Source: an optimization exercise on an open RTL-to-GDS flow (aim: small area and a short achievable clock period). Production flows keep margins and buffers that such runs may drop. Only simulation tests tie the RTL to the original design; equivalence was not proved. Power is estimated from default activity; no workload was simulated.

===== flow/run.sh =====
#!/bin/bash
# synth_recipe.tcl (not shown) runs the flow's synth.tcl, then flattens the netlist and writes it again
# the make line also repeats each setting of config.mk as NAME=value (left out here)
make -C /OpenROAD-flow-scripts/flow DESIGN_CONFIG=/design/flow/config.mk WORK_HOME=/design/flow/orfs CLKGATE_MAP_FILE= SYNTH_SCRIPT=/design/flow/synth_recipe.tcl finish

===== flow/config.mk =====
export PLATFORM = sky130hd
export DESIGN_NAME = singleInstruction
export DESIGN_NICKNAME = singleInstruction
export VERILOG_FILES = /design/flow/design.v
export SDC_FILE = /design/flow/constraint.sdc
export NUM_CORES = 4
export LEC_CHECK = 0
export CAP_MARGIN = 20
export CORE_MARGIN = 2
export CORE_UTILIZATION = 30
export PLACE_DENSITY = 0.4
export SLEW_MARGIN = 20

===== flow/constraint.sdc =====
create_clock -name core_clock -period 13.0 [get_ports {clk}]
set_input_delay 2.6000 -clock core_clock [delete_from_list [all_inputs] [get_ports {clk}]]
set_output_delay 2.6000 -clock core_clock [all_outputs]
set_load 0.01 [all_outputs]

===== flow/design.v =====
package rvPkg;
    typedef logic [31:0] word_t;
    typedef logic [4:0] regAddr_t;
    typedef logic [7:0] memByte_t;
    localparam int REG_COUNT = 32;
    localparam int MEM_BYTES = 64;
    localparam int MEM_ADDR_BITS = $clog2(MEM_BYTES);
    localparam int MEM_ROWS = MEM_BYTES / 4;
    localparam int MEM_ROW_BITS = MEM_ADDR_BITS - 2;
    typedef logic [MEM_ADDR_BITS-1:0] memAddr_t;
    typedef logic [MEM_ROW_BITS-1:0] memRow_t;
    localparam logic [6:0] OPCODE_LUI = 7'b0110111;
    localparam logic [6:0] OPCODE_JAL = 7'b1101111;
    localparam logic [6:0] OPCODE_LOAD = 7'b0000011;
    localparam logic [6:0] OPCODE_STORE = 7'b0100011;
    localparam logic [6:0] OPCODE_IMM = 7'b0010011;
    localparam logic [6:0] OPCODE_REG = 7'b0110011;
    localparam logic [6:0] OPCODE_BRANCH = 7'b1100011;
    typedef logic [3:0] aluOp_t;
    localparam aluOp_t ALU_ADD = 4'b0000;
    localparam aluOp_t ALU_SLL = 4'b0001;
    localparam aluOp_t ALU_SLT = 4'b0010;
    localparam aluOp_t ALU_SLTU = 4'b0011;
    localparam aluOp_t ALU_XOR = 4'b0100;
    localparam aluOp_t ALU_SRL = 4'b0101;
    localparam aluOp_t ALU_OR = 4'b0110;
    localparam aluOp_t ALU_AND = 4'b0111;
    localparam aluOp_t ALU_SUB = 4'b1000;
    localparam aluOp_t ALU_EQ = 4'b1001;
    localparam aluOp_t ALU_SRA = 4'b1101;
    typedef logic [2:0] memWidth_t;
    localparam memWidth_t WIDTH_BYTE = 3'b000;
    localparam memWidth_t WIDTH_HALF = 3'b001;
    localparam memWidth_t WIDTH_WORD = 3'b010;
endpackage
`timescale 1ns/1ps
module controlUnit (
    input rvPkg::word_t instruction,
    output logic isLoad,
    output logic isStore,
    output logic regWrite,
    output logic useRegB,
    output rvPkg::word_t imm,
    output logic doSub,
    output logic selSum,
    output logic selShift,
    output logic shiftLeft,
    output logic shiftArith,
    output logic selSlt,
    output logic selSltu,
    output logic selEq,
    output logic selXor,
    output logic selOr,
    output logic selAnd,
    output logic wbAlu,
    output logic wbLui,
    output logic wbJal
);
    logic [6:0] opcode;
    logic [2:0] funct3;
    logic isLui, isJal, isOpImm, isOp, isBranch;
    logic isSrai;
    rvPkg::aluOp_t op;
    assign opcode = instruction[6:0];
    assign funct3 = instruction[14:12];
    assign isLui = opcode == rvPkg::OPCODE_LUI;
    assign isJal = opcode == rvPkg::OPCODE_JAL;
    assign isLoad = opcode == rvPkg::OPCODE_LOAD;
    assign isStore = opcode == rvPkg::OPCODE_STORE;
    assign isOpImm = opcode == rvPkg::OPCODE_IMM;
    assign isOp = opcode == rvPkg::OPCODE_REG;
    assign isBranch = opcode == rvPkg::OPCODE_BRANCH;
    assign isSrai = (funct3 == 3'b101) && instruction[30];
    always_comb begin
        op = rvPkg::ALU_ADD;
        if (isOpImm) op = {isSrai, funct3};
        if (isOp) op = {instruction[30], funct3};
        if (isBranch) begin
            case (funct3[2:1])
                2'b10: op = rvPkg::ALU_SLT;
                2'b11: op = rvPkg::ALU_SLTU;
                default: op = rvPkg::ALU_EQ;
            endcase
        end
    end
    assign selSum = (op == rvPkg::ALU_ADD) || (op == rvPkg::ALU_SUB);
    assign doSub = (op == rvPkg::ALU_SUB) || (op == rvPkg::ALU_SLT) || (op == rvPkg::ALU_SLTU);
    assign selShift = (op == rvPkg::ALU_SLL) || (op == rvPkg::ALU_SRL) || (op == rvPkg::ALU_SRA);
    assign shiftLeft = !funct3[2];
    assign shiftArith = instruction[30];
    assign selSlt = op == rvPkg::ALU_SLT;
    assign selSltu = op == rvPkg::ALU_SLTU;
    assign selEq = op == rvPkg::ALU_EQ;
    assign selXor = op == rvPkg::ALU_XOR;
    assign selOr = op == rvPkg::ALU_OR;
    assign selAnd = op == rvPkg::ALU_AND;
    assign useRegB = isOp || isBranch;
    always_comb begin
        if (isOpImm || isLoad) imm = {{20{instruction[31]}}, instruction[31:20]};
        else if (isStore) imm = {{20{instruction[31]}}, instruction[31:25], instruction[11:7]};
        else imm = '0;
    end
    assign wbAlu = isOpImm || isOp;
    assign wbLui = isLui;
    assign wbJal = isJal;
    assign regWrite = isLui || isJal || isOpImm || isOp || isLoad;
endmodule
`timescale 1ns/1ps
module registerFile (
    input logic clk,
    input logic reset,
    input rvPkg::regAddr_t readAddrA,
    input rvPkg::regAddr_t readAddrB,
    input logic writeEnable,
    input rvPkg::regAddr_t writeAddr,
    input rvPkg::word_t writeData,
    output rvPkg::word_t readDataA,
    output rvPkg::word_t readDataB
);
    rvPkg::word_t regs [0:rvPkg::REG_COUNT-2];
    rvPkg::word_t loadData;
    always_comb begin
        readDataA = '0;
        readDataB = '0;
        for (int i = 1; i < rvPkg::REG_COUNT; i++) begin
            readDataA = readDataA | (regs[31 - i] & {32{readAddrA == i[4:0]}});
            readDataB = readDataB | (regs[31 - i] & {32{readAddrB == i[4:0]}});
        end
    end
    assign loadData = writeData & {32{!reset}};
    always_ff @(posedge clk) begin
        if (writeEnable && writeAddr != '0) regs[~writeAddr] <= loadData;
        if (reset) begin
            for (int i = 0; i < rvPkg::REG_COUNT - 1; i++) begin
                regs[i] <= loadData;
            end
        end
    end
endmodule
`timescale 1ns/1ps
module alu (
    input logic doSub,
    input logic selSum,
    input logic selShift,
    input logic shiftLeft,
    input logic shiftArith,
    input logic selSlt,
    input logic selSltu,
    input logic selEq,
    input logic selXor,
    input logic selOr,
    input logic selAnd,
    input rvPkg::word_t left,
    input rvPkg::word_t right,
    output rvPkg::word_t result
);
    logic [32:0] sum;
    rvPkg::word_t diffXor;
    logic signedLess, unsignedLess, equal;
    rvPkg::word_t shiftIn, shifted, shiftOut;
    logic [63:0] shiftWide;
    logic fill;
    assign sum = {1'b0, left} + {1'b0, right ^ {32{doSub}}} + {32'b0, doSub};
    assign unsignedLess = !sum[32];
    assign signedLess = (left[31] ^ right[31]) ? left[31] : sum[31];
    assign diffXor = left ^ right;
    assign equal = diffXor == '0;
    always_comb begin
        for (int i = 0; i < 32; i++) shiftIn[i] = shiftLeft ? left[31 - i] : left[i];
    end
    assign fill = shiftArith && !shiftLeft && left[31];
    assign shiftWide = {{32{fill}}, shiftIn} >> right[4:0];
    assign shifted = shiftWide[31:0];
    always_comb begin
        for (int i = 0; i < 32; i++) shiftOut[i] = shiftLeft ? shifted[31 - i] : shifted[i];
    end
    assign result = ({32{selSum}} & sum[31:0])
                  | ({32{selShift}} & shiftOut)
                  | {31'b0, (selSlt & signedLess) | (selSltu & unsignedLess) | (selEq & equal)}
                  | ({32{selXor}} & diffXor)
                  | ({32{selOr}} & (left | right))
                  | ({32{selAnd}} & (left & right));
endmodule
`timescale 1ns/1ps
module dataMemory (
    input logic clk,
    input logic reset,
    input rvPkg::memAddr_t baseA,
    input rvPkg::memAddr_t baseB,
    input rvPkg::word_t writeData,
    input logic writeEnable,
    input rvPkg::memWidth_t width,
    output rvPkg::word_t readData
);
    rvPkg::memAddr_t base;
    logic [1:0] offset;
    rvPkg::word_t bankOut;
    logic [63:0] readPair;
    logic [63:0] writePair;
    rvPkg::word_t bankIn;
    assign base = baseA + baseB;
    assign offset = base[1:0];
    assign writePair = {writeData, writeData} << {offset, 3'b000};
    assign bankIn = writePair[63:32];
    for (genvar j = 0; j < 4; j++) begin : g_bank
        rvPkg::memByte_t cells [0:rvPkg::MEM_ROWS-1];
        logic [5:0] rowAddr;
        logic [3:0] row;
        logic [1:0] lane;
        logic laneWrite;
        logic bankWrite;
        assign rowAddr = baseA + baseB + 6'(3 - j);
        assign row = rowAddr[5:2];
        always_comb begin
            bankOut[8*j +: 8] = '0;
            for (int r = 0; r < rvPkg::MEM_ROWS; r++) begin
                bankOut[8*j +: 8] = bankOut[8*j +: 8] | (cells[r] & {8{row == r[3:0]}});
            end
        end
        assign lane = 2'(j) - offset;
        always_comb begin
            case (width)
                rvPkg::WIDTH_HALF: laneWrite = lane[1] == 1'b0;
                rvPkg::WIDTH_WORD: laneWrite = 1'b1;
                default: laneWrite = lane == 2'b00;
            endcase
        end
        assign bankWrite = laneWrite && writeEnable && !reset;
        always_ff @(posedge clk) begin
            if (bankWrite) cells[row] <= bankIn[8*j +: 8];
        end
    end
    assign readPair = {bankOut, bankOut} >> {offset, 3'b000};
    assign readData = readPair[31:0];
endmodule
`timescale 1ns/1ps
module singleInstruction (
    input logic clk,
    input logic reset,
    input rvPkg::word_t instruction,
    input rvPkg::word_t pcNext,
    output rvPkg::word_t aluResult
);
    rvPkg::word_t rs1Data;
    rvPkg::word_t rs2Data;
    rvPkg::word_t aluRight;
    rvPkg::word_t memReadData;
    rvPkg::word_t loadValue;
    rvPkg::word_t regWriteData;
    rvPkg::memAddr_t memOffset;
    logic isLoad, isStore, regWrite, useRegB;
    rvPkg::word_t imm;
    logic doSub, selSum, selShift, shiftLeft, shiftArith;
    logic selSlt, selSltu, selEq, selXor, selOr, selAnd;
    logic wbAlu, wbLui, wbJal;
    logic [2:0] funct3;
    assign funct3 = instruction[14:12];
    controlUnit decode (
        .instruction(instruction),
        .isLoad(isLoad), .isStore(isStore), .regWrite(regWrite), .useRegB(useRegB),
        .imm(imm), .doSub(doSub), .selSum(selSum), .selShift(selShift),
        .shiftLeft(shiftLeft), .shiftArith(shiftArith), .selSlt(selSlt),
        .selSltu(selSltu), .selEq(selEq), .selXor(selXor), .selOr(selOr),
        .selAnd(selAnd), .wbAlu(wbAlu), .wbLui(wbLui), .wbJal(wbJal)
    );
    registerFile regFile (
        .clk(clk), .reset(reset),
        .readAddrA(instruction[19:15]), .readAddrB(instruction[24:20]),
        .writeEnable(regWrite), .writeAddr(instruction[11:7]),
        .writeData(regWriteData),
        .readDataA(rs1Data), .readDataB(rs2Data)
    );
    assign aluRight = useRegB ? rs2Data : imm;
    alu aluUnit (
        .doSub(doSub), .selSum(selSum), .selShift(selShift), .shiftLeft(shiftLeft),
        .shiftArith(shiftArith), .selSlt(selSlt), .selSltu(selSltu), .selEq(selEq),
        .selXor(selXor), .selOr(selOr), .selAnd(selAnd),
        .left(rs1Data), .right(aluRight), .result(aluResult)
    );
    assign memOffset = isStore ? {instruction[25], instruction[11:7]} : instruction[25:20];
    dataMemory mainMemory (
        .clk(clk), .reset(reset),
        .baseA(rs1Data[rvPkg::MEM_ADDR_BITS-1:0]), .baseB(memOffset),
        .writeData(rs2Data), .writeEnable(isStore), .width(funct3),
        .readData(memReadData)
    );
    always_comb begin
        case (funct3)
            3'b000: loadValue = {{24{memReadData[7]}}, memReadData[7:0]};
            3'b100: loadValue = {24'b0, memReadData[7:0]};
            default: loadValue = memReadData;
        endcase
    end
    always_comb begin
        if (wbLui) regWriteData = {instruction[31:12], 12'b0};
        else if (wbJal) regWriteData = pcNext;
        else if (wbAlu) regWriteData = aluResult;
        else regWriteData = loadValue;
    end
endmodule

==> summary.txt, run 1 <==
====================================================================================
Avg WL per Cell                                                         44.4 microns
H-Tree Level Count                                                                 4
Number of cells on the worst hold path                                             4
Arr. time, crit path                                                        10.16 ns
Final clock skew                                                           0.0743 ns
Number of global-route vias before repair                                      60700
Final Net Count                                                                 6533
CTS Hold Buffers Added                                                             0
Maximum number of pins on one net before global-route repair                      49
CP Max Fanout                                                                     21
Post-synthesis cell area                                                0.0759 sq mm
Final count of hold timing violations                                              0
Peak clock frequency supported by timing                                  0.0784 GHz
Tightest hold margin                                                         1.60 ns
Area occupied by multi-input gates                                      0.0295 sq mm
Register-to-register path setup slack                                        4.72 ns
Drc violations                                                                     0
Width of the die                                                         507 microns
Number of top-level design ports                                                  98
Sum of overflow across all layers after global routing                             0
Initial standard-cell utilization of the core                                  0.302
Post-cts resize count                                                              0
Ratio of cells with drive above 1 in the final layout                          0.159
Fin. max-slew vios                                                                 0
Max capacitance violation total                                                    0
Critical Path Start Type                                                primary input
Leading post-synthesis cells by cell area                               edfxtp_1 (59%), a22oi_1 (6.6%), nand2_1 (2.7%), and3_1 (2.4%), mux4_2 (2.3%)
Skew-Pair Late Insertion Delay                                               0.88 ns
Summed negative setup slack over all endpoints                                  0 ns
Area used by sequential logic in the layout                             0.0452 sq mm
Global-route wire length before repair                                        574 mm
Most area-hungry cell type in the Yosys netlist                             edfxtp_1
Worst min path class                                                      reg -> reg
Start-to-end type of the worst setup path                                  in -> out
Clock period minus worst slack                                              12.76 ns
Run status                                                              finished clean
Maximum number of buffers from clock root to sink                                  3
Area fraction of the dominant cell type after synthesis                        0.595
Uppermost metal layer occupied by signal nets                                   met5
Weighted congestion at the end of routability-driven global placement           1.00
VDD IR-drop max                                                               211 uV
Vias                                                                           65500
Clock-pin slew on the worst setup and hold paths                             0.06 ns
Worst Reg2Reg Path Length in Cells                                                20
Synth Area per Inst                                                       12.4 sq um
TritonCTS clock tree                                                            done
Critical path endpoint category                                           output pin
First-pass DRT Iterations                                                         10
Post-DRT Antenna Nets                                                              0
Num Clock Sinks                                                                 1504
Sink of the worst hold path                                             mainMemory.g_bank[2].cells[11][3]
PortBufs                                                                          97
Setup bufs post-CTS                                                                0
Met2 routed WL                                                                188 mm
Core Region                                                              0.251 sq mm
Slew at the pin closest to its max-slew limit                                1.28 ns
Standard cell area after detailed placement                             0.0833 sq mm
Die footprint                                                            0.257 sq mm
Post-layout instance area                                               0.0889 sq mm
Unrepaired setup endpoints after global routing                                   no
Yosys synthesis warning count                                                      5
# rows                                                                           184
Sequential fraction of the synthesis area                                      0.595
Mapped Cells                                                                    6144
Mean number of vias per cell                                                    6.64
Most used flip-flop cell after synthesis                                    edfxtp_1
Headroom to the max-slew limit                                                 0.148
Final-report setup violation count                                                 0
Period utilisation layout                                                      0.981
Reg-to-reg critical path endpoint                                       regFile.regs[26][11]
Total wire length after detailed routing                                      438 mm
WL met1                                                                       174 mm
Startpoint of the tightest hold check path                              regFile.regs[7][3]
Sum of net half-perimeters after detailed placement                           292 mm
Pleak                                                                        31.7 nW
Launch point of the worst reg-to-reg path                               regFile.regs[5][1]
Clock root cell                                                            clkbuf_16
Initial antenna violation count                                                   36
#FFs+latches synth                                                              1504
GR Util All Layers                                                             0.329
Number of buffers inserted during clock tree synthesis                           167
Cell area power density                                                  314 mW/mm^2
Area growth, synth to finish                                                   17.1%
Die span in y                                                            507 microns
WL met3                                                                      49.3 mm
Worst path required time                                                    10.40 ns
Cell variety after synth                                                         112
First-iteration detailed-routing DRC count                                     12400
Number of enable flip-flop cells after synthesis                                1504
Asr flop ratio synth                                                               0
Net count after synthesis                                                       6319
Filler Cells Inserted                                                          24600
====================================================================================
## logic make-up after synthesis
family                     after synthesis  share of synthesized area
and+or+nand+nor                       1897                      0.128
AOI/OAI and AO/OA                     1722                      0.168
DFF                                   1504                      0.595
buffers and inverters                  563                     0.0311
muxes                                  263                     0.0486
adders and majority gates              109                     0.0182
xor gates and xnor gates                86                     0.0115
## synth_stat cells (47+ instances only)
cell       number
a2111oi_0      77
a21oi_1       212
a221oi_1       50
a222oi_1       47
a22o_1         50
a22oi_1       664
a31oi_1        47
and3_1        290
buf_1          55
buf_2         101
clkbuf_1      282
edfxtp_1     1504
ha_1          107
inv_1          89
mux2_2         48
mux2i_1       132
mux4_2         79
nand2_1       556
nand3_1       169
nand4_1       133
nor2_1        309
nor3_1        118
o21ai_0       135
xnor2_1        54
## placed cells by master, fill, tap and decap left out, types with 88 or more instances in the layout
cell | Yosys | layout
o21ai_0 | 135 | 135
clkbuf_16 | 0 | 167
and3_1 | 290 | 289
nor2_1 | 309 | 245
edfxtp_1 | 1504 | 1504
nand4_1 | 133 | 133
buf_4 | 16 | 410
inv_1 | 89 | 88
nand3_1 | 169 | 169
ha_1 | 107 | 106
nand2_1 | 556 | 524
a21oi_1 | 212 | 208
nor3_1 | 118 | 110
mux2i_1 | 132 | 131
a22oi_1 | 664 | 663
## worst max path at each step
stage | from | to | slack [ns] | cells after the start
global placement | instruction[21] | aluResult[25] | 0.33 | 23
finish | instruction[21] | aluResult[31] | 0.24 | 24
floorplan | instruction[15] | regFile.regs[0][21] | 1.52 | 32
CTS | instruction[21] | aluResult[31] | 0.52 | 24
global route | instruction[21] | aluResult[31] | 0.19 | 25
detailed placement | instruction[21] | aluResult[31] | 0.53 | 24
## cell type report
cell class	instances	area share
sequential	1504	0.508
inverter	99	0.00425
timing repair buffer	509	0.0460
tap	3348	0.0471
clock inverter	107	0.0135
multi-input combinational	4077	0.332
antenna	22	0.000619
clock buffer	202	0.0485
## through the flow
step / total power [mW] / instances / util / setup slack [ns]
6_report: 27.9 / 9868 / 0.354 / 0.242
5_1_grt: 28.7 / 9851 / 0.353 / 0.186
4_1_cts: 27.6 / 9843 / 0.353 / 0.517
3_5_place_dp: 22.8 / 9534 / 0.331 / 0.527
3_3_place_gp: 23.0 / 9534 / 0.331 / 0.334
2_1_floorplan: 15.6 / 6144 / - / 1.52
## worst max-delay path, stage by stage
cell and delay (ns):
clkdlybuf4s50_1 0.63, nand2_1 0.26, nor2_4 0.64, buf_4 0.70
a22oi_1 0.19, nand2_1 0.10, nor4_1 0.06, nand2_1 0.39
a22oi_1 0.24, xor2_1 0.20, ha_1 0.39, a21o_1 0.21
a2111oi_0 0.45, nor3_1 0.17, a21o_1 0.21, a221o_1 0.33
a31oi_1 0.46, a21oi_1 0.32, a31oi_1 0.26, xnor2_1 0.09
a21oi_1 0.14, a21boi_0 0.51, inv_1 0.09, clkdlybuf4s50_1 0.50
## where the power goes
part	switching, mW	total (mW)	internal, mW
Clock	2.15	4.82	2.66
Combinational	9.30	12.9	3.62
Sequential	1.38	10.2	8.83
## registers in the layout, indices dropped and copies added (netlist names)
signal,flops
mainMemory.g_bank.cells,512
regFile.regs,992
## routing by layer
layer	vias to the layer above	global-route usage
li1	25300	-
met1	33500	0.437
met2	5420	0.491
met3	1331	0.0897
met4	14	0.167
met5	-	0
==> run 2, diff against run 1 <==
--- a/flow/design.v
+++ b/flow/design.v
@@ -107,4 +107,59 @@
 endmodule
 `timescale 1ns/1ps
+module aoi222 (
+    input logic a1, a2, b1, b2, c1, c2,
+    output logic y
+);
+    assign y = !((a1 & a2) | (b1 & b2) | (c1 & c2));
+endmodule
+module nand2g (
+    input logic a, b,
+    output logic y
+);
+    assign y = !(a & b);
+endmodule
+module nand3g (
+    input logic a, b, c,
+    output logic y
+);
+    assign y = !(a & b & c);
+endmodule
+module nand4g (
+    input logic a, b, c, d,
+    output logic y
+);
+    assign y = !(a & b & c & d);
+endmodule
+module or2g (
+    input logic a, b,
+    output logic y
+);
+    assign y = a | b;
+endmodule
+module or3g (
+    input logic a, b, c,
+    output logic y
+);
+    assign y = a | b | c;
+endmodule
+module selectOr31 (
+    input logic [30:0] data,
+    input logic [30:0] sel,
+    output logic y
+);
+    logic [10:0] groupN;
+    logic [2:0] part;
+    for (genvar g = 0; g < 10; g++) begin : g_aoi
+        aoi222 u (
+            .a1(data[3*g]), .a2(sel[3*g]), .b1(data[3*g+1]), .b2(sel[3*g+1]),
+            .c1(data[3*g+2]), .c2(sel[3*g+2]), .y(groupN[g])
+        );
+    end
+    nand2g uLast (.a(data[30]), .b(sel[30]), .y(groupN[10]));
+    nand4g uPart0 (.a(groupN[0]), .b(groupN[1]), .c(groupN[2]), .d(groupN[3]), .y(part[0]));
+    nand4g uPart1 (.a(groupN[4]), .b(groupN[5]), .c(groupN[6]), .d(groupN[7]), .y(part[1]));
+    nand3g uPart2 (.a(groupN[8]), .b(groupN[9]), .c(groupN[10]), .y(part[2]));
+    or3g uOut (.a(part[0]), .b(part[1]), .c(part[2]), .y(y));
+endmodule
 module registerFile (
     input logic clk,
@@ -120,11 +175,22 @@
     rvPkg::word_t regs [0:rvPkg::REG_COUNT-2];
     rvPkg::word_t loadData;
+    logic [rvPkg::REG_COUNT-2:0] selA, selB;
     always_comb begin
-        readDataA = '0;
-        readDataB = '0;
         for (int i = 1; i < rvPkg::REG_COUNT; i++) begin
-            readDataA = readDataA | (regs[31 - i] & {32{readAddrA == i[4:0]}});
-            readDataB = readDataB | (regs[31 - i] & {32{readAddrB == i[4:0]}});
+            selA[i - 1] = readAddrA == i[4:0];
+            selB[i - 1] = readAddrB == i[4:0];
+        end
+    end
+    logic [32*(rvPkg::REG_COUNT-1)-1:0] words;
+    always_comb begin
+        for (int i = 0; i < rvPkg::REG_COUNT - 1; i++) words[32*i +: 32] = regs[i];
+    end
+    for (genvar b = 0; b < 32; b++) begin : g_read
+        logic [rvPkg::REG_COUNT-2:0] column;
+        always_comb begin
+            for (int i = 1; i < rvPkg::REG_COUNT; i++) column[i - 1] = words[32 * (31 - i) + b];
         end
+        selectOr31 uA (.data(column), .sel(selA), .y(readDataA[b]));
+        selectOr31 uB (.data(column), .sel(selB), .y(readDataB[b]));
     end
     assign loadData = writeData & {32{!reset}};
@@ -155,5 +221,8 @@
     output rvPkg::word_t result
 );
-    logic [32:0] sum;
+    rvPkg::word_t sum;
+    rvPkg::word_t addend;
+    rvPkg::word_t gen, prop;
+    logic carryOut;
     rvPkg::word_t diffXor;
     logic signedLess, unsignedLess, equal;
@@ -161,6 +230,24 @@
     logic [63:0] shiftWide;
     logic fill;
-    assign sum = {1'b0, left} + {1'b0, right ^ {32{doSub}}} + {32'b0, doSub};
-    assign unsignedLess = !sum[32];
+    assign addend = right ^ {32{doSub}};
+    always_comb begin
+        rvPkg::word_t g, p;
+        g = left & addend;
+        p = left ^ addend;
+        g[0] = g[0] | (p[0] & doSub);
+        for (int l = 0; l < 5; l++) begin
+            for (int i = 0; i < 32; i++) begin
+                if (((i >> l) & 1) == 1) begin
+                    g[i] = g[i] | (p[i] & g[((i >> l) << l) - 1]);
+                    p[i] = p[i] & p[((i >> l) << l) - 1];
+                end
+            end
+        end
+        gen = g;
+        prop = p;
+    end
+    assign sum = (left ^ addend) ^ {gen[30:0], doSub};
+    assign carryOut = gen[31];
+    assign unsignedLess = !carryOut;
     assign signedLess = (left[31] ^ right[31]) ? left[31] : sum[31];
     assign diffXor = left ^ right;
@@ -175,5 +262,5 @@
         for (int i = 0; i < 32; i++) shiftOut[i] = shiftLeft ? shifted[31 - i] : shifted[i];
     end
-    assign result = ({32{selSum}} & sum[31:0])
+    assign result = ({32{selSum}} & sum)
                   | ({32{selShift}} & shiftOut)
                   | {31'b0, (selSlt & signedLess) | (selSltu & unsignedLess) | (selEq & equal)}
@@ -183,4 +270,22 @@
 endmodule
 `timescale 1ns/1ps
+module selectOr16 (
+    input logic [15:0] data,
+    input logic [15:0] sel,
+    output logic y
+);
+    logic [5:0] groupN;
+    logic [1:0] part;
+    for (genvar g = 0; g < 5; g++) begin : g_aoi
+        aoi222 u (
+            .a1(data[3*g]), .a2(sel[3*g]), .b1(data[3*g+1]), .b2(sel[3*g+1]),
+            .c1(data[3*g+2]), .c2(sel[3*g+2]), .y(groupN[g])
+        );
+    end
+    nand2g uLast (.a(data[15]), .b(sel[15]), .y(groupN[5]));
+    nand3g uPart0 (.a(groupN[0]), .b(groupN[1]), .c(groupN[2]), .y(part[0]));
+    nand3g uPart1 (.a(groupN[3]), .b(groupN[4]), .c(groupN[5]), .y(part[1]));
+    or2g uOut (.a(part[0]), .b(part[1]), .y(y));
+endmodule
 module dataMemory (
     input logic clk,
@@ -199,4 +304,5 @@
     logic [63:0] writePair;
     rvPkg::word_t bankIn;
+    logic [8*rvPkg::MEM_BYTES-1:0] allCells;
     assign base = baseA + baseB;
     assign offset = base[1:0];
@@ -205,16 +311,47 @@
     for (genvar j = 0; j < 4; j++) begin : g_bank
         rvPkg::memByte_t cells [0:rvPkg::MEM_ROWS-1];
-        logic [5:0] rowAddr;
-        logic [3:0] row;
+        rvPkg::memAddr_t bias;
+        rvPkg::memAddr_t rowAddr;
+        rvPkg::memAddr_t half;
+        rvPkg::memAddr_t both;
+        logic carryIn;
+        logic [rvPkg::MEM_ROWS-1:0] rowHit;
         logic [1:0] lane;
         logic laneWrite;
         logic bankWrite;
-        assign rowAddr = baseA + baseB + 6'(3 - j);
-        assign row = rowAddr[5:2];
+        assign bias = baseB + rvPkg::MEM_ADDR_BITS'(3 - j);
+        assign rowAddr = baseA + bias;
+        assign half = baseA ^ bias;
+        assign both = baseA & bias;
+        assign carryIn = both[1] | (half[1] & both[0]);
+        logic [rvPkg::MEM_ROW_BITS-1:0] carryIfZero, carryIfOne;
+        logic [rvPkg::MEM_ROW_BITS-1:0] bitOkZero [0:1];
+        assign carryIfZero[0] = carryIn;
+        assign carryIfOne[0] = carryIn;
+        for (genvar i = 1; i < rvPkg::MEM_ROW_BITS; i++) begin : g_carry
+            assign carryIfZero[i] = both[i + 1] | half[i + 1];
+            assign carryIfOne[i] = both[i + 1];
+        end
+        assign bitOkZero[0] = half[rvPkg::MEM_ADDR_BITS-1:2] ~^ carryIfZero;
+        assign bitOkZero[1] = half[rvPkg::MEM_ADDR_BITS-1:2] ~^ carryIfOne;
         always_comb begin
-            bankOut[8*j +: 8] = '0;
             for (int r = 0; r < rvPkg::MEM_ROWS; r++) begin
-                bankOut[8*j +: 8] = bankOut[8*j +: 8] | (cells[r] & {8{row == r[3:0]}});
+                rowHit[r] = 1'b1;
+                for (int i = 0; i < rvPkg::MEM_ROW_BITS; i++) begin
+                    logic prev;
+                    prev = (i == 0) ? 1'b0 : r[(i + 3) % 4];
+                    rowHit[r] = rowHit[r] & (r[i] ? !bitOkZero[prev][i] : bitOkZero[prev][i]);
+                end
+            end
+        end
+        always_comb begin
+            for (int r = 0; r < rvPkg::MEM_ROWS; r++) allCells[(j * rvPkg::MEM_ROWS + r) * 8 +: 8] = cells[r];
+        end
+        for (genvar b = 0; b < 8; b++) begin : g_read
+            logic [rvPkg::MEM_ROWS-1:0] column;
+            always_comb begin
+                for (int r = 0; r < rvPkg::MEM_ROWS; r++) column[r] = allCells[(j * rvPkg::MEM_ROWS + r) * 8 + b];
             end
+            selectOr16 u (.data(column), .sel(rowHit), .y(bankOut[8*j + b]));
         end
         assign lane = 2'(j) - offset;
@@ -228,5 +365,5 @@
         assign bankWrite = laneWrite && writeEnable && !reset;
         always_ff @(posedge clk) begin
-            if (bankWrite) cells[row] <= bankIn[8*j +: 8];
+            if (bankWrite) cells[rowAddr[rvPkg::MEM_ADDR_BITS-1:2]] <= bankIn[8*j +: 8];
         end
     end
--- a/flow/config.mk
+++ b/flow/config.mk
@@ -8,5 +8,6 @@
 export CAP_MARGIN = 20
 export CORE_MARGIN = 2
-export CORE_UTILIZATION = 30
-export PLACE_DENSITY = 0.4
+export CORE_UTILIZATION = 45
+export PLACE_DENSITY = 0.55
 export SLEW_MARGIN = 20
+export SYNTH_HIERARCHICAL = 1
==> run 2 against run 1 <==
Register-to-register slack better by 0.44 ns. Synthesized cell count down 27%. Routed wire length down 38%. Flip-flop and latch count unchanged. Largest cell class unchanged. Still clean. Cell count down 29%.
==> summary.txt, run 2 <==
====================================================================================
TritonCTS clock tree                                                            done
Area growth, synth to finish                                                   15.6%
Weighted congestion at the end of routability-driven global placement           1.02   +1.7%
Clock-pin slew on the worst setup and hold paths                             0.06 ns   about the same
Setup bufs post-CTS                                                                0   unchanged
Maximum number of pins on one net before global-route repair                      66   +35%
Maximum number of buffers from clock root to sink                                  3   unchanged
Post-DRT Antenna Nets                                                              0   unchanged
Synth Area per Inst                                                       15.4 sq um   +25%
Global-route wire length before repair                                        372 mm   -35%
Family with the most delay on the worst path                            simple AND/OR/NAND/NOR gates
Critical-path cell with the highest stage delay                               nor3_1
Final clock skew                                                           0.0574 ns   -0.0169 ns
CP most frequent cell                                                   clkdlybuf4s50_1
Die span in y                                                            395 microns   -22%
Pleak                                                                        27.5 nW   -13%
Width of the die                                                         395 microns   -22%
VDD IR-drop max                                                               220 uV   +4.7%
First-pass DRT Iterations                                                         14   +4
Area occupied by multi-input gates                                      0.0234 sq mm   -21%
Worst path required time                                                    10.40 ns   about the same
Number of global-route vias before repair                                      47800   -21%
Final-report setup violation count                                                 0   unchanged
Skew-Pair Late Insertion Delay                                               0.82 ns   -0.06 ns
Mean number of vias per cell                                                    7.26   +9.3%
Die footprint                                                            0.156 sq mm   -39%
Number of top-level design ports                                                  98   unchanged
Vias                                                                           51100   -22%
First-iteration detailed-routing DRC count                                     11300   -8.4%
Peak clock frequency supported by timing                                  0.0786 GHz   +0.28%
Start-to-end type of the worst setup path                                  in -> out
Post-synthesis cell area                                                0.0689 sq mm   -9.2%
Period utilisation layout                                                      0.979   -0.00270
Leading cell type in the layout, fill and taps excluded                     edfxtp_1
Ratio of cells with drive above 1 in the final layout                          0.164   +0.00496
H-Tree Level Count                                                                 4   unchanged
Net count after synthesis                                                       4693   -26%
Summed negative setup slack over all endpoints                                  0 ns   unchanged
Area used by sequential logic in the layout                             0.0452 sq mm   unchanged
Headroom to the max-slew limit                                                 0.145   -0.00217
Initial standard-cell utilization of the core                                  0.453   +0.151
Register ranked first by flip-flop count                                regFile.regs
Clock period minus worst slack                                              12.72 ns   -0.0351 ns
Mapped Cells                                                                    4480   -27%
Drc violations                                                                     0   unchanged
# rows                                                                           143   -22%
Maximum cell stage delay along the critical path                             0.85 ns   +0.15 ns
Critical path endpoint category                                           output pin
Setup ws final                                                              0.277 ns   +0.0351 ns
Worst min path class                                                      reg -> reg
Slew at the pin closest to its max-slew limit                                1.27 ns   -0.00444 ns
Commonest non-fill, non-tap cells in the layout                         edfxtp_1 (1504), a222oi_1 (801), nand2_1 (278), buf_4 (258), clkbuf_16 (161)
Max capacitance violation total                                                    0   unchanged
Avg WL per Cell                                                         38.5 microns   -13%
Buffers and inverters on the worst path                                            3   -1
Final Net Count                                                                 5085   -22%
Tightest hold margin                                                         1.39 ns   -0.209 ns
Unrepaired setup endpoints after global routing                                   no
Run status                                                              finished clean
Initial antenna violation count                                                   14   -61%
Clock root cell                                                            clkbuf_16
Total wire length after detailed routing                                      271 mm   -38%
CP Max Fanout                                                                     20   -4.8%
Num Clock Sinks                                                                 1504   unchanged
Cell area power density                                                  278 mW/mm^2   -11%
Core Region                                                              0.152 sq mm   -40%
PortBufs                                                                          97   unchanged
Critical Path Start Type                                                primary input
Fin. max-slew vios                                                                 0   unchanged
Yosys synthesis warning count                                                     15   +10
GR Util All Layers                                                             0.337   +0.00831
CTS Hold Buffers Added                                                             0   unchanged
Arr. time, crit path                                                        10.12 ns   -0.04 ns
Max reg flops                                                                    992   unchanged
Sum of overflow across all layers after global routing                             0   unchanged
Filler Cells Inserted                                                          12600   -49%
Final count of hold timing violations                                              0   unchanged
Sum of net half-perimeters after detailed placement                           187 mm   -36%
Post-cts resize count                                                              0   unchanged
Number of buffers inserted during clock tree synthesis                           160   -4.2%
Final cell utilization of the core                                             0.524   +0.170
Worst slack after detailed placement                                        0.678 ns   +0.151 ns
Ordered cell list for the critical path                                 clkdlybuf4s50_1 > nand2b_1 > nor3_2 > buf_4 > a222oi_1 > nand4_1 > or3_1 > mux2_1 > xor2_1 > ha_1 > o211ai_1 > nor3_1 > o2111ai_1 > a21oi_1 > or2_2 > a311oi_1 > o311ai_0 > clkdlybuf4s50_1
====================================================================================
run 2: metrics by stage:
step	cells	power, mW	instance area (sq um)
floorplan	4480	13.4	68900
global placement	6737	17.4	74500
detailed placement	6738	17.5	74500
CTS	7033	22.0	79600
global route	7036	22.8	79600
finish	7042	22.2	79700
run 2: report_power, final:
group          leakage, nW  switching (mW)  internal, mW
clock                 2.45            1.94          2.49
combinational         10.2            5.81          2.37
sequential            14.8           0.897          8.66
run 2: per-layer routing:
metal  part of all wire  GRT usage  wire length, microns  vias up
li1                   -          -                     -    20700
met1               0.36      0.436                 98500    25800
met2               0.44      0.510                120000     3823
met3               0.12     0.0809                 31700      728
met4              0.077      0.220                 20900       18
met5            0.00042          0                   115        -
run 2: area by class of cell:
cell class | instances | share of cell area
Antenna cell | 7 | 0.000220
Clock buffer | 191 | 0.0520
Clock inverter | 104 | 0.0117
Inverter | 110 | 0.00518
Multi-Input combinational cell | 2737 | 0.294
Sequential cell | 1504 | 0.567
Tap cell | 2030 | 0.0319
Timing Repair Buffer | 359 | 0.0377
run 2: path summary, 6_finish.rpt:
check / end / cells past startpoint / slack (ns) / startpoint
setup / recovery: aluResult[30] / 18 / 0.28 / instruction[22]
hold / removal: mainMemory.g_bank[3].cells[11][0] / 4 / 1.39 / regFile.regs[0][0]
hold reg to reg: mainMemory.g_bank[3].cells[11][0] / 4 / 1.39 / regFile.regs[0][0]
setup reg to reg: regFile.regs[13][14] / 20 / 5.16 / regFile.regs[24][3]
run 2: worst min-delay path: cells and delay by family (launching register included):
kind          cells  cell delay (ns)
mux               1             0.51
flops             1             0.36
simple gates      3             0.34
==> run 3, diff against run 2 <==
--- a/flow/design.v
+++ b/flow/design.v
@@ -205,4 +205,87 @@
 endmodule
 `timescale 1ns/1ps
+module nor2g (
+    input logic a, b,
+    output logic y
+);
+    assign y = !(a | b);
+endmodule
+module invg (
+    input logic a,
+    output logic y
+);
+    assign y = !a;
+endmodule
+module xor2g (
+    input logic a, b,
+    output logic y
+);
+    assign y = a ^ b;
+endmodule
+module oai21g (
+    input logic a1, a2, b1,
+    output logic y
+);
+    assign y = !((a1 | a2) & b1);
+endmodule
+module aoi21g (
+    input logic a1, a2, b1,
+    output logic y
+);
+    assign y = !((a1 & a2) | b1);
+endmodule
+module carryN (
+    input logic a, b, c,
+    output logic y
+);
+    assign y = !((a & b) | (c & (a | b)));
+endmodule
+module prefixAdder (
+    input rvPkg::word_t a,
+    input rvPkg::word_t b,
+    input logic carryIn,
+    output rvPkg::word_t sum,
+    output logic carryOut
+);
+    rvPkg::word_t gen [0:5];
+    rvPkg::word_t prop [0:5];
+    rvPkg::word_t halfSum;
+    carryN uGen0 (.a(a[0]), .b(b[0]), .c(carryIn), .y(gen[0][0]));
+    assign prop[0][0] = 1'b0;
+    for (genvar i = 1; i < 32; i++) begin : g_bit
+        nand2g uGen (.a(a[i]), .b(b[i]), .y(gen[0][i]));
+        nor2g uProp (.a(a[i]), .b(b[i]), .y(prop[0][i]));
+    end
+    for (genvar l = 1; l <= 5; l++) begin : g_level
+        localparam int D = 1 << (l - 1);
+        for (genvar i = 0; i < 32; i++) begin : g_node
+            if (i < D) begin : g_done
+                invg uPass (.a(gen[l - 1][i]), .y(gen[l][i]));
+            end else if (l % 2 == 1) begin : g_true
+                oai21g uGen (.a1(prop[l - 1][i]), .a2(gen[l - 1][i - D]), .b1(gen[l - 1][i]), .y(gen[l][i]));
+            end else begin : g_inv
+                aoi21g uGen (.a1(prop[l - 1][i]), .a2(gen[l - 1][i - D]), .b1(gen[l - 1][i]), .y(gen[l][i]));
+            end
+            if (i >= 2 * D) begin : g_prop
+                if (l % 2 == 1) begin : g_true
+                    nor2g uProp (.a(prop[l - 1][i]), .b(prop[l - 1][i - D]), .y(prop[l][i]));
+                end else begin : g_inv
+                    nand2g uProp (.a(prop[l - 1][i]), .b(prop[l - 1][i - D]), .y(prop[l][i]));
+                end
+            end else begin : g_noprop
+                assign prop[l][i] = 1'b0;
+            end
+        end
+    end
+    for (genvar i = 0; i < 32; i++) begin : g_sum
+        xor2g uHalf (.a(a[i]), .b(b[i]), .y(halfSum[i]));
+        if (i == 0) begin : g_first
+            xor2g uSum (.a(halfSum[i]), .b(carryIn), .y(sum[i]));
+        end else begin : g_rest
+            xor2g uSum (.a(halfSum[i]), .b(gen[5][i - 1]), .y(sum[i]));
+        end
+    end
+    assign carryOut = gen[5][31];
+endmodule
 module alu (
     input logic doSub,
@@ -219,9 +302,9 @@
     input rvPkg::word_t left,
     input rvPkg::word_t right,
+    input logic [4:0] shamt,
     output rvPkg::word_t result
 );
     rvPkg::word_t sum;
     rvPkg::word_t addend;
-    rvPkg::word_t gen, prop;
     logic carryOut;
     rvPkg::word_t diffXor;
@@ -231,22 +314,5 @@
     logic fill;
     assign addend = right ^ {32{doSub}};
-    always_comb begin
-        rvPkg::word_t g, p;
-        g = left & addend;
-        p = left ^ addend;
-        g[0] = g[0] | (p[0] & doSub);
-        for (int l = 0; l < 5; l++) begin
-            for (int i = 0; i < 32; i++) begin
-                if (((i >> l) & 1) == 1) begin
-                    g[i] = g[i] | (p[i] & g[((i >> l) << l) - 1]);
-                    p[i] = p[i] & p[((i >> l) << l) - 1];
-                end
-            end
-        end
-        gen = g;
-        prop = p;
-    end
-    assign sum = (left ^ addend) ^ {gen[30:0], doSub};
-    assign carryOut = gen[31];
+    prefixAdder adder (.a(left), .b(addend), .carryIn(doSub), .sum(sum), .carryOut(carryOut));
     assign unsignedLess = !carryOut;
     assign signedLess = (left[31] ^ right[31]) ? left[31] : sum[31];
@@ -257,5 +323,5 @@
     end
     assign fill = shiftArith && !shiftLeft && left[31];
-    assign shiftWide = {{32{fill}}, shiftIn} >> right[4:0];
+    assign shiftWide = {{32{fill}}, shiftIn} >> shamt;
     assign shifted = shiftWide[31:0];
     always_comb begin
@@ -382,4 +448,5 @@
     rvPkg::word_t rs2Data;
     rvPkg::word_t aluRight;
+    logic [4:0] shiftAmount;
     rvPkg::word_t memReadData;
     rvPkg::word_t loadValue;
@@ -409,9 +476,10 @@
     );
     assign aluRight = useRegB ? rs2Data : imm;
+    assign shiftAmount = useRegB ? rs2Data[4:0] : instruction[24:20];
     alu aluUnit (
         .doSub(doSub), .selSum(selSum), .selShift(selShift), .shiftLeft(shiftLeft),
         .shiftArith(shiftArith), .selSlt(selSlt), .selSltu(selSltu), .selEq(selEq),
         .selXor(selXor), .selOr(selOr), .selAnd(selAnd),
-        .left(rs1Data), .right(aluRight), .result(aluResult)
+        .left(rs1Data), .right(aluRight), .shamt(shiftAmount), .result(aluResult)
     );
     assign memOffset = isStore ? {instruction[25], instruction[11:7]} : instruction[25:20];
--- a/flow/config.mk
+++ b/flow/config.mk
@@ -10,4 +10,6 @@
 export CORE_UTILIZATION = 45
 export PLACE_DENSITY = 0.55
+export SETUP_SLACK_MARGIN = 3
 export SLEW_MARGIN = 20
 export SYNTH_HIERARCHICAL = 1
+export TNS_END_PERCENT = 10
==> run 3 against run 2 <==
Clock-buffer cell count grew 6. Clock power shrank 2%. Sequential share of layout area shrank 4.9 points. Fmax grew 22%. Critical path type unchanged. First-iteration DRC count grew 12%. Cell count grew 11%. Final area grew 9.4%. Utilization grew 3.3 points. Worst setup slack gained 2.3 ns. Highest routed layer unchanged. Flip-flop and latch count is the same. Global-route usage grew 3.7 points. Largest cell class unchanged. Register-to-register slack gained 0.56 ns.
==> summary.txt, run 3 <==
====================================================================================
Run status                                                              finished clean
Peak clock frequency supported by timing                                  0.0956 GHz   +22%
First-pass DRT Iterations                                                         15   +1
Skew-Pair Late Insertion Delay                                               0.84 ns   +0.02 ns
Sum of net half-perimeters after detailed placement                           201 mm   +7.7%
Avg WL per Cell                                                         39.8 microns   +3.3%
Headroom to the max-slew limit                                                 0.207   +0.0611
Start-to-end type of the worst setup path                                  in -> out
Die footprint                                                            0.161 sq mm   +3.2%
VDD IR-drop max                                                               236 uV   +7.0%
Clock-pin slew on the worst setup and hold paths                             0.06 ns   about the same
Initial antenna violation count                                                   38   +24
Num Clock Sinks                                                                 1504   unchanged
Slew at the pin closest to its max-slew limit                                1.19 ns   -0.0840 ns
Uppermost metal layer occupied by signal nets                                   met5
Number of buffers inserted during clock tree synthesis                           159   -0.63%
Area growth, synth to finish                                                   22.5%
Period utilisation layout                                                      0.805   -0.174
Final Net Count                                                                 5818   +14%
Number of global-route vias before repair                                      53800   +13%
H-Tree Level Count                                                                 4   unchanged
Global-route wire length before repair                                        423 mm   +14%
Sw Share                                                                       0.403   +0.0133
Die span in y                                                            402 microns   +1.6%
Start point of the critical path                                        instruction[20]
Cell area power density                                                  266 mW/mm^2   -4.4%
CP most frequent cell                                                        o21ai_2
Net count after synthesis                                                       5147   +9.7%
WL met3                                                                      44.2 mm   +39%
Vias                                                                           57400   +12%
Commonest non-fill, non-tap cells in the layout                         edfxtp_1 (1504), a222oi_1 (803), buf_4 (470), nand2_1 (344), nor2_1 (180)
Final count of hold timing violations                                              0   unchanged
Clock root cell                                                            clkbuf_16
Sum of overflow across all layers after global routing                             0   unchanged
TritonCTS clock tree                                                            done
Standard cell area after detailed placement                             0.0769 sq mm   +3.2%
Core Region                                                              0.157 sq mm   +2.9%
Launch point of the worst reg-to-reg path                               regFile.regs[24][3]
Mapped Cells                                                                    4969   +11%
Drc violations                                                                     0   unchanged
PortBufs                                                                          97   unchanged
Summed negative setup slack over all endpoints                                  0 ns   unchanged
Max capacitance violation total                                                    0   unchanged
Post-DRT Antenna Nets                                                              0   unchanged
Clock period minus worst slack                                              10.46 ns   -2.26 ns
Synth Area per Inst                                                       14.3 sq um   -6.9%
Post-layout instance area                                               0.0871 sq mm   +9.4%
Total wire length after detailed routing                                      311 mm   +15%
Internal power component                                                     13.8 mW   +2.3%
Number of top-level design ports                                                  98   unchanged
Critical path endpoint category                                           output pin
Leading cell type in the layout, fill and taps excluded                     edfxtp_1
Critical Path Start Type                                                primary input
Worst min path class                                                      reg -> reg
Pleak                                                                        30.3 nW   +10%
Ordered cell list for the critical path                                 buf_12 > or3b_4 > nor3_4 > buf_12 > buf_4 > a222oi_1 > nand4_1 > or3_4 > mux2_2 > xor2_4 > nand2_1 > o21ai_2 > a21oi_2 > o21ai_2 > a21oi_2 > o21ai_2 > inv_1 > a222oi_1 > o2111ai_2 > a31oi_4 > nand3_2 > a2bb2oi_4 > buf_6
GR Util All Layers                                                             0.374   +0.0370
WL met1                                                                       114 mm   +16%
Final clock skew                                                           0.0742 ns   +0.0169 ns
Final-report setup violation count                                                 0   unchanged
Arr. time, crit path                                                         7.86 ns   -2.26 ns
# rows                                                                           145   +1.4%
Initial standard-cell utilization of the core                                  0.454   +0.00125
Ratio of cells with drive above 1 in the final layout                          0.266   +0.102
Critical-path cell with the highest stage delay                                or3_4
Weighted congestion at the end of routability-driven global placement           1.00   -1.8%
Startpoint of the tightest hold check path                              regFile.regs[0][29]
Worst path required time                                                    10.40 ns   about the same
Met2 routed WL                                                                131 mm   +9.3%
Mean number of vias per cell                                                    7.34   +1.2%
Maximum number of buffers from clock root to sink                                  3   unchanged
Maximum number of pins on one net before global-route repair                      64   -3.0%
First-iteration detailed-routing DRC count                                     12700   +12%
Register ranked first by flip-flop count                                regFile.regs
Max reg flops                                                                    992   unchanged
CP Max Fanout                                                                      6   -70%
Fin. max-slew vios                                                                 0   unchanged
Yosys synthesis warning count                                                     19   +4
Net switching power figure                                                   9.35 mW   +8.1%
Maximum cell stage delay along the critical path                             0.60 ns   -0.25 ns
Proportion of power drawn by the clock network                                 0.189   -0.011
Unrepaired setup endpoints after global routing                                  yes
Sequential group share of total power                                          0.411   -0.020
Part of the total power dissipated in combinational logic                      0.400   +0.031
Width of the die                                                         402 microns   +1.6%
Post-synthesis cell area                                                0.0711 sq mm   +3.2%
====================================================================================
-- run 3: final cells by class --
| cell class | count | area, sq um |
|---|---|---|
| well taps | 2058 | 2570 |
| multi-input cells | 3182 | 27800 |
| fillers | 12700 | 69400 |
| flip-flops and latches | 1504 | 45200 |
| inverters | 146 | 552 |
| clock buffers | 197 | 4160 |
| repair buffers | 647 | 6050 |
| clock inverters | 80 | 840 |
| diodes | 9 | 22.5 |
-- run 3: timing repair --
action                                  in CTS  in global routing
pin swaps                                  229                 70
endpoints found under the setup margin    1024                730
hold buffers                                 0                  0
resized for setup                          582                107
buffers inserted                           209                 48
hold endpoints to repair                     0                  0
gates cloned                                36                  0
-- run 3: through the flow --
step           power [mW]  setup WS, ns  utilization  hold slack, ns  instances
2_1_floorplan        13.6          3.10            -            1.05       4969
5_1_grt              23.8          2.54        0.556            1.38       7814
6_report             23.2          2.54        0.557            1.32       7823
3_5_place_dp         18.1         0.647        0.491            1.41       7242
4_1_cts              22.8          2.78        0.552            1.31       7764
3_3_place_gp         18.0         0.560        0.491            1.39       7241
-- run 3: power by group through the flow --
stage	combinational (mW)	sequential, mW	clock, mW
floorplan	4.31	9.30	0
global placement	8.48	9.50	0
detailed placement	8.53	9.54	0
CTS	8.93	9.46	4.40
global route	9.56	9.66	4.60
finish	9.28	9.53	4.37
-- run 3: per-layer routing --
| layer | GRT usage | vias up |
|---|---|---|
| li1 | - | 23000 |
| met5 | 0 | - |
| met2 | 0.537 | 4569 |
| met1 | 0.496 | 29000 |
| met4 | 0.219 | 22 |
| met3 | 0.123 | 928 |
-- run 3: worst max-delay path: cells and delay by family --
kind / cells / cell delay (ns)
AOI/OAI and AO/OA: 10 / 2.22
and+or+nand+nor: 6 / 1.71
muxes: 1 / 0.38
xor gates and xnor gates: 1 / 0.26
buffers and inverters: 5 / 0.66
-- run 3: final timing paths --
| path | end | depth (start not counted) | slack (ns) |
|---|---|---|---|
| min reg2reg | mainMemory.g_bank[3].cells[9][5] | 4 | 1.32 |
| min | mainMemory.g_bank[3].cells[9][5] | 4 | 1.32 |
| max reg2reg | regFile.regs[9][3] | 18 | 5.72 |
| max | aluResult[0] | 23 | 2.54 |
==> run 4, diff against run 3 <==
--- a/flow/design.v
+++ b/flow/design.v
@@ -235,4 +235,16 @@
     assign y = !((a1 & a2) | b1);
 endmodule
+module aoi22 (
+    input logic a1, a2, b1, b2,
+    output logic y
+);
+    assign y = !((a1 & a2) | (b1 & b2));
+endmodule
+module aoi221 (
+    input logic a1, a2, b1, b2, c1,
+    output logic y
+);
+    assign y = !((a1 & a2) | (b1 & b2) | c1);
+endmodule
 module carryN (
     input logic a, b, c,
@@ -310,4 +322,6 @@
     rvPkg::word_t diffXor;
     logic signedLess, unsignedLess, equal;
+    logic compare;
+    rvPkg::word_t orValue, andValue;
     rvPkg::word_t shiftIn, shifted, shiftOut;
     logic [63:0] shiftWide;
@@ -328,10 +342,25 @@
         for (int i = 0; i < 32; i++) shiftOut[i] = shiftLeft ? shifted[31 - i] : shifted[i];
     end
-    assign result = ({32{selSum}} & sum)
-                  | ({32{selShift}} & shiftOut)
-                  | {31'b0, (selSlt & signedLess) | (selSltu & unsignedLess) | (selEq & equal)}
-                  | ({32{selXor}} & diffXor)
-                  | ({32{selOr}} & (left | right))
-                  | ({32{selAnd}} & (left & right));
+    assign compare = (selSlt & signedLess) | (selSltu & unsignedLess) | (selEq & equal);
+    assign orValue = left | right;
+    assign andValue = left & right;
+    for (genvar i = 0; i < 32; i++) begin : g_result
+        logic lowN, highN;
+        aoi222 uLow (
+            .a1(selSum), .a2(sum[i]), .b1(selXor), .b2(diffXor[i]),
+            .c1(selOr), .c2(orValue[i]), .y(lowN)
+        );
+        if (i == 0) begin : g_compare
+            aoi221 uHigh (
+                .a1(selAnd), .a2(andValue[i]), .b1(selShift), .b2(shiftOut[i]),
+                .c1(compare), .y(highN)
+            );
+        end else begin : g_plain
+            aoi22 uHigh (
+                .a1(selAnd), .a2(andValue[i]), .b1(selShift), .b2(shiftOut[i]), .y(highN)
+            );
+        end
+        nand2g uOut (.a(lowN), .b(highN), .y(result[i]));
+    end
 endmodule
 `timescale 1ns/1ps
--- a/flow/config.mk
+++ b/flow/config.mk
@@ -9,4 +9,7 @@
 export CORE_MARGIN = 2
 export CORE_UTILIZATION = 45
+export CTS_BUF_LIST = sky130_fd_sc_hd__clkbuf_16
+export CTS_CLUSTER_DIAMETER = 60
+export CTS_CLUSTER_SIZE = 24
 export PLACE_DENSITY = 0.55
 export SETUP_SLACK_MARGIN = 3
==> run 4 against run 3 <==
First-iteration DRC count up 7.7%. Register-to-register slack worse by 0.32 ns. Worst setup slack better by 0.070 ns. Fmax up 0.68%. Highest routed layer unchanged. Final area down 2.0%. Flip-flop and latch count unchanged. Largest cell class unchanged. Clock-buffer cell count down 88. Critical endpoint is now aluResult[12]. Global-route usage down 0.52 points.
==> summary.txt, run 4 <==
====================================================================================
Run status                                                              finished clean
Leading cell type in the layout, fill and taps excluded                     edfxtp_1
Unrepaired setup endpoints after global routing                                  yes
Net count after synthesis                                                       5076   -1.4%
Maximum number of pins on one net before global-route repair                      70   +9.4%
Peak clock frequency supported by timing                                  0.0962 GHz   +0.68%
Number of top-level design ports                                                  98   unchanged
GR Util All Layers                                                             0.369   -0.00519
Sum of overflow across all layers after global routing                             0   unchanged
Max reg flops                                                                    992   unchanged
Standard cell area after detailed placement                             0.0768 sq mm   -0.19%
Die footprint                                                            0.161 sq mm   -0.47%
Clock root cell                                                            clkbuf_16
VDD IR-drop max                                                               202 uV   -14%
H-Tree Level Count                                                                 3   -1
Drc violations                                                                     0   unchanged
Post-layout instance area                                               0.0854 sq mm   -2.0%
Start-to-end type of the worst setup path                                  in -> out
Register ranked first by flip-flop count                                regFile.regs
Avg WL per Cell                                                         39.9 microns   +0.34%
Total placed cells including tap cells                                          7199   -0.59%
Number of buffers inserted during clock tree synthesis                           107   -33%
Final-report setup violation count                                                 0   unchanged
Post-DRT Antenna Nets                                                              0   unchanged
Weighted congestion at the end of routability-driven global placement           1.06   +5.2%
Final cell utilization of the core                                             0.547   -0.00974
Worst min path class                                                      reg -> reg
Skew-Pair Late Insertion Delay                                               0.78 ns   -0.06 ns
Post-synthesis cell area                                                0.0708 sq mm   -0.48%
Core Region                                                              0.156 sq mm   -0.23%
Max capacitance violation total                                                    0   unchanged
Initial antenna violation count                                                   31   -18%
Synth Area per Inst                                                       14.5 sq um   +0.96%
First-iteration detailed-routing DRC count                                     13600   +7.7%
Die span in y                                                            401 microns   -0.24%
Number of global-route vias before repair                                      51800   -3.7%
Pleak                                                                        29.8 nW   -1.8%
Num Clock Sinks                                                                 1504   unchanged
Commonest non-fill, non-tap cells in the layout                         edfxtp_1 (1504), a222oi_1 (833), buf_4 (462), nand2_1 (312), inv_1 (175)
CTS Hold Buffers Added                                                             0   unchanged
Fin. max-slew vios                                                                 0   unchanged
Mean number of vias per cell                                                    7.40   +0.82%
Headroom to the max-slew limit                                                 0.225   +0.0185
Worst path required time                                                    10.40 ns   about the same
Ratio of cells with drive above 1 in the final layout                          0.269   +0.00272
Mapped Cells                                                                    4898   -1.4%
Worst slack after detailed placement                                        0.509 ns   -0.138 ns
CP Max Fanout                                                                     12   +6
Clock period minus worst slack                                              10.39 ns   -0.0703 ns
Initial standard-cell utilization of the core                                  0.453   -0.00112
Sum of net half-perimeters after detailed placement                           204 mm   +1.3%
Yosys synthesis warning count                                                     20   +1
Clock-pin slew on the worst setup and hold paths                             0.08 ns   +0.02 ns
Arr. time, crit path                                                         7.79 ns   -0.07 ns
Area growth, synth to finish                                                   20.6%
TritonCTS clock tree                                                            done
Vias                                                                           57000   -0.84%
Maximum number of buffers from clock root to sink                                  3   unchanged
Critical Path Start Type                                                primary input
Final count of hold timing violations                                              0   unchanged
Slew at the pin closest to its max-slew limit                                1.16 ns   -0.0277 ns
Setup ws final                                                               2.61 ns   +0.0703 ns
Total wire length after detailed routing                                      307 mm   -1.3%
# rows                                                                           145   unchanged
Final Net Count                                                                 5712   -1.8%
Cell area power density                                                  266 mW/mm^2   about the same
Period utilisation layout                                                      0.800   -0.00541
Critical path endpoint category                                           output pin
Post-route insts no fill                                                        7694   -1.6%
Width of the die                                                         401 microns   -0.24%
PortBufs                                                                          97   unchanged
Global-route wire length before repair                                        417 mm   -1.5%
Final clock skew                                                           0.0877 ns   +0.0134 ns
Summed negative setup slack over all endpoints                                  0 ns   unchanged
First-pass DRT Iterations                                                         13   -2
====================================================================================
[run 4: final timing paths]
path                                          start                                end  slack [ns]  cells past startpoint
worst min-delay path             regFile.regs[2][8]  mainMemory.g_bank[2].cells[14][0]        1.39                      5
worst max register to register  regFile.regs[15][0]               regFile.regs[19][28]        5.40                     19
worst max-delay path                instruction[24]                      aluResult[12]        2.61                     21
worst min register to register   regFile.regs[2][8]  mainMemory.g_bank[2].cells[14][0]        1.39                      5
[run 4: through the flow]
step / hold WS, ns / total power [mW]
global placement: 1.36 / 18.1
detailed placement: 1.39 / 18.3
global route: 1.43 / 23.2
finish: 1.39 / 22.7
floorplan: 1.05 / 13.6
CTS: 1.34 / 22.2
[run 4: final cells by class]
| cell class | count | area [sq um] |
|---|---|---|
| diodes | 9 | 22.5 |
| multi-input cells | 3100 | 27300 |
| flip-flops and latches | 1504 | 45200 |
| clock buffers | 109 | 2730 |
| inverters | 176 | 667 |
| well taps | 2058 | 2570 |
| repair buffers | 645 | 5910 |
| fillers | 12800 | 70800 |
| clock inverters | 93 | 1020 |
[run 4: per-layer routing]
layer	up-vias	global-route usage	routed length, microns	share of wire
met2	4786	0.517	126000	0.41
li1	22600	-	-	-
met3	682	0.119	47400	0.15
met1	28800	0.531	119000	0.39
met4	20	0.144	14600	0.047
met5	-	0.00446	230	0.00075
[run 4: worst max-delay path: stages]
cell and delay [ns]:
buf_16 0.14, nand3b_1 0.26, buf_6 0.15, nor2_4 0.08, buf_6 0.16, buf_4 0.17, a222oi_1 0.33, nand4_1 0.53
or3_4 0.58, mux2_4 0.33, xor2_4 0.18, nor2_4 0.17, o21ai_2 0.11, a21oi_2 0.23, o21ai_2 0.11, a21oi_2 0.19
inv_1 0.08, xor2_1 0.16, a222oi_1 0.78, nand2_1 0.20, buf_2 0.20
[run 4: what timing repair did]
| action | CTS | global route |
|---|---|---|
| setup buffers | 224 | 37 |
| endpoints found under the hold margin | 0 | 0 |
| setup endpoints to repair | 1024 | 615 |
| cloned | 23 | 0 |
| pin swaps | 229 | 89 |
| gates resized for setup | 560 | 140 |
[run 4: report_power, final]
part	switching (mW)	internal [mW]
clock	1.87	1.74
combinational	6.86	2.76
sequential	0.847	8.64
total	9.57	13.1

-- re-timing with driven ports --
No port has a modelled driver above. Below, the same layouts with a new extraction and two added sets of constraints. Step 1 (the two cells are an assumption about what drives the block):
set clk [get_ports {clk}]
set_driving_cell -lib_cell sky130_fd_sc_hd__clkbuf_16 $clk
set_driving_cell -lib_cell sky130_fd_sc_hd__buf_2 [delete_from_list [all_inputs] $clk]
Step 2 times the ports against the registers' clock, not the clock port: input delays grow and output delays shrink by t, the midpoint of the rising clock arrivals with the driver on. a / b / c = ideal ports / drivers / drivers and shift; a / b = the first two.
run | t, ns | setup WS [ns] | worst data-port slew with drivers (ns) | pins driven straight from the clock port
run 1 | 0.940 | 0.242 / 0.029 / 0.029 | 0.22 | 1
run 2 | 0.878 | 0.277 / 0.185 / 0.185 | 0.15 | 1
run 3 | 0.890 | 2.536 / 2.386 / 2.261 | 0.18 | 1
run 4 | 0.828 | 2.606 / 2.511 / 2.265 | 0.09 | 1
After both steps every run listed still meets setup and hold. The setup slack of run 4, which loses most, moves by -0.095 ns with the drivers and by -0.341 ns with both steps.
